This is an optimization exercise on Yosys and OpenROAD, whose aim is small area, not a production implementation. The RTL was checked by simulation tests, not by an equivalence proof against the original design. No activity file was given, so power comes from the tool's default toggle rates.

// systolic_array
module systolic_array
(
    input  logic                      clk_in,
    input  logic                      rst_in,
    input  logic                      load_weight_in,
    input  systolic_pkg::weight_t     weight_in,
    input  systolic_pkg::act_t  [3:0] act_col_in,
    input  systolic_pkg::psum_t [3:0] psum_row_in,
    output systolic_pkg::psum_t [3:0] psum_row_out,
    output systolic_pkg::act_t  [3:0] act_col_out
);
    localparam int SPLIT = 6;
    logic [3:0] slot_cnt;
    always_ff @(posedge clk_in or negedge rst_in) begin
        if (!rst_in)              slot_cnt <= '0;
        else if (!load_weight_in) slot_cnt <= '0;
        else                      slot_cnt <= slot_cnt + 4'd1;
    end
    logic                  wen1, wen2, wen3;
    logic [3:0]            wslot1;      
    logic [1:0]            wrow2, wrow3;
    logic                  wcol2;       
    systolic_pkg::weight_t wval1, wval2, wval3;
    always_ff @(posedge clk_in or negedge rst_in) begin
        if (!rst_in) begin
            wen1 <= 1'b0;
            wen2 <= 1'b0;
            wen3 <= 1'b0;
        end else begin
            wen1 <= load_weight_in & (slot_cnt[1:0] != 2'd3);
            wen2 <= wen1 & (wslot1[1:0] != 2'd2);
            wen3 <= wen2 & ~wcol2;
        end
    end
    always_ff @(posedge clk_in) begin
        wslot1 <= slot_cnt;
        wrow2  <= wslot1[3:2];
        wcol2  <= wslot1[0];
        wrow3  <= wrow2;
        wval1  <= weight_in;
        wval2  <= wval1;
        wval3  <= wval2;
    end
    systolic_pkg::weight_t wbank [4][4];
    for (genvar r = 0; r < 4; r++) begin : g_wr
        localparam logic [1:0] ROW = r;
        always_ff @(posedge clk_in or negedge rst_in) begin
            if (!rst_in) begin
                for (int c = 0; c < 4; c++) wbank[r][c] <= '0;
  ...
==> flow/config.mk <==
export PLATFORM = sky130hd
export DESIGN_NAME = systolic_array
export DESIGN_NICKNAME = systolic_array
export VERILOG_FILES = /design/flow/design.v
export SDC_FILE = /design/flow/constraint.sdc
export NUM_CORES = 4
export LEC_CHECK = 0
export CAP_MARGIN = 0
export CORE_MARGIN = 2
export CORE_UTILIZATION = 60
export GPL_TIMING_DRIVEN = 0
export SLEW_MARGIN = 0
export SYNTH_HIERARCHICAL = 1
==> flow/constraint.sdc <==
create_clock -name core_clock -period 5.4 [get_ports {clk_in}]
set_input_delay 1.0800 -clock core_clock [delete_from_list [all_inputs] [get_ports {clk_in}]]
set_output_delay 1.0800 -clock core_clock [all_outputs]
set_load 0.01 [all_outputs]
standard.sh (not shown) runs the stock make flow with config.mk's settings and CLKGATE_MAP_FILE= SYNTH_SCRIPT=/design/flow/synth_recipe.tcl, a recipe that flattens the netlist after the stock synthesis.
==> flow/flow/run.sh <==
#!/bin/bash
# Layout flow: the standard ORFS flow (standard.sh, standard synthesis
# unchanged) with layout-only changes:
#  - the buffers synthesis left are removed at floorplan (REMOVE_ABC_BUFFERS),
#    and global placement is not timing-driven; timing is repaired after CTS
#    as in the standard flow;
#  - the port buffers that placement inserts use the smallest buffer cell
#    (every input and output port still gets its own buffer);
#  - clock tree synthesis inserts no dummy loads, uses clkbuf_8 and clusters
#    up to 16 sinks within 80 um.
# make's full output goes to standard.log in the work folder; ORFS keeps each
# tool's own log under orfs/logs/.
set -euo pipefail
bash standard.sh \
    "REMOVE_ABC_BUFFERS=1" \
    "BUFFER_PORTS_ARGS=-buffer_cell sky130_fd_sc_hd__buf_1" \
    "CTS_ARGS=-sink_clustering_enable -repair_clock_nets -dont_use_dummy_load -buf_list sky130_fd_sc_hd__clkbuf_8 -sink_clustering_size 16 -sink_clustering_max_diameter 80" \
    finish > standard.log 2>&1
==> next run, changes <==
==> flow/flow/run.sh (replaced) <==
#!/bin/bash
# Layout flow: the standard ORFS flow (standard.sh, standard synthesis
# unchanged) with layout-only changes:
#  - the buffers synthesis left are removed at floorplan (REMOVE_ABC_BUFFERS),
#    and global placement is not timing-driven; timing is repaired after CTS
#    as in the standard flow;
#  - the port buffers that placement inserts use the smallest buffer cell
#    (every input and output port still gets its own buffer);
#  - clock tree synthesis inserts no dummy loads and clusters up to 20 sinks.
# make's full output goes to standard.log in the work folder; ORFS keeps each
# tool's own log under orfs/logs/.
set -euo pipefail
bash standard.sh \
    "REMOVE_ABC_BUFFERS=1" \
    "BUFFER_PORTS_ARGS=-buffer_cell sky130_fd_sc_hd__buf_1" \
    "CTS_ARGS=-sink_clustering_enable -repair_clock_nets -dont_use_dummy_load -sink_clustering_size 20 -sink_clustering_max_diameter 100" \
    finish > standard.log 2>&1
The changed run ran to the end with no violations.
Clock skew fell by 26 ps.
Setup slack is worse by 12 ps.
Sequential power stays flat.
Register-to-register slack stays flat.
Die area is unchanged.
==> next run, changes <==
==> flow/flow/run.sh (replaced) <==
#!/bin/bash
# Layout flow: the standard ORFS flow (standard.sh, standard synthesis
# unchanged) with two layout-only changes:
#  - the port buffers that placement inserts use the smallest buffer cell
#    (every input and output port still gets its own buffer);
#  - clock tree synthesis inserts no dummy loads.
# make's full output goes to standard.log in the work folder; ORFS keeps each
# tool's own log under orfs/logs/.
set -euo pipefail
bash standard.sh \
    "BUFFER_PORTS_ARGS=-buffer_cell sky130_fd_sc_hd__buf_1" \
    "CTS_ARGS=-sink_clustering_enable -repair_clock_nets -dont_use_dummy_load -sink_clustering_size 20 -sink_clustering_max_diameter 100" \
    finish > standard.log 2>&1
- GPL_TIMING_DRIVEN: 0 -> unset
- The new run went through all stages and came out clean
- global-route usage is higher by 0.80 points
- non-clock buffer count is higher by 93
- cell area is higher by 1.1%
- clock-buffer cell count is lower by 1
- cell count is higher by 1.9%
- clock skew is lower by 37 ps
- die area stays the same
- worst setup slack gains 44 ps
- utilization is higher by 0.66 points
- synthesized area is unchanged

static timing again, ports no longer ideal:
Ports are ideal in the flow. The routed layouts listed here were re-timed in OpenROAD.
Step 1: set_driving_cell puts a clkbuf_16 on clk_in and a buf_2 on each other input, an assumption about the parent block.
Step 2 moves the port delays by t, midway between the first and last clock arrival at a register: inputs arrive t later, outputs are due t later. That takes back most of the time a late clock gives input paths.
Three values: ideal ports, drivers, drivers and shift; two values: the first two.
run | t, ns | setup WS [ns] | clock arrival spread, ns | worst register clock-pin slew, ns | cell pins on the clock port's net
the first run | 0.763 | 0.167 / 0.167 / 0.167 | 0.105 / 0.105 | 0.10 / 0.10 | 1
the second run | 0.658 | 0.156 / 0.156 / 0.156 | 0.080 / 0.080 | 0.09 / 0.09 | 1
the third run | 0.645 | 0.199 / 0.199 / 0.199 | 0.043 / 0.043 | 0.09 / 0.09 | 1
After both steps every run listed still meets setup and hold.
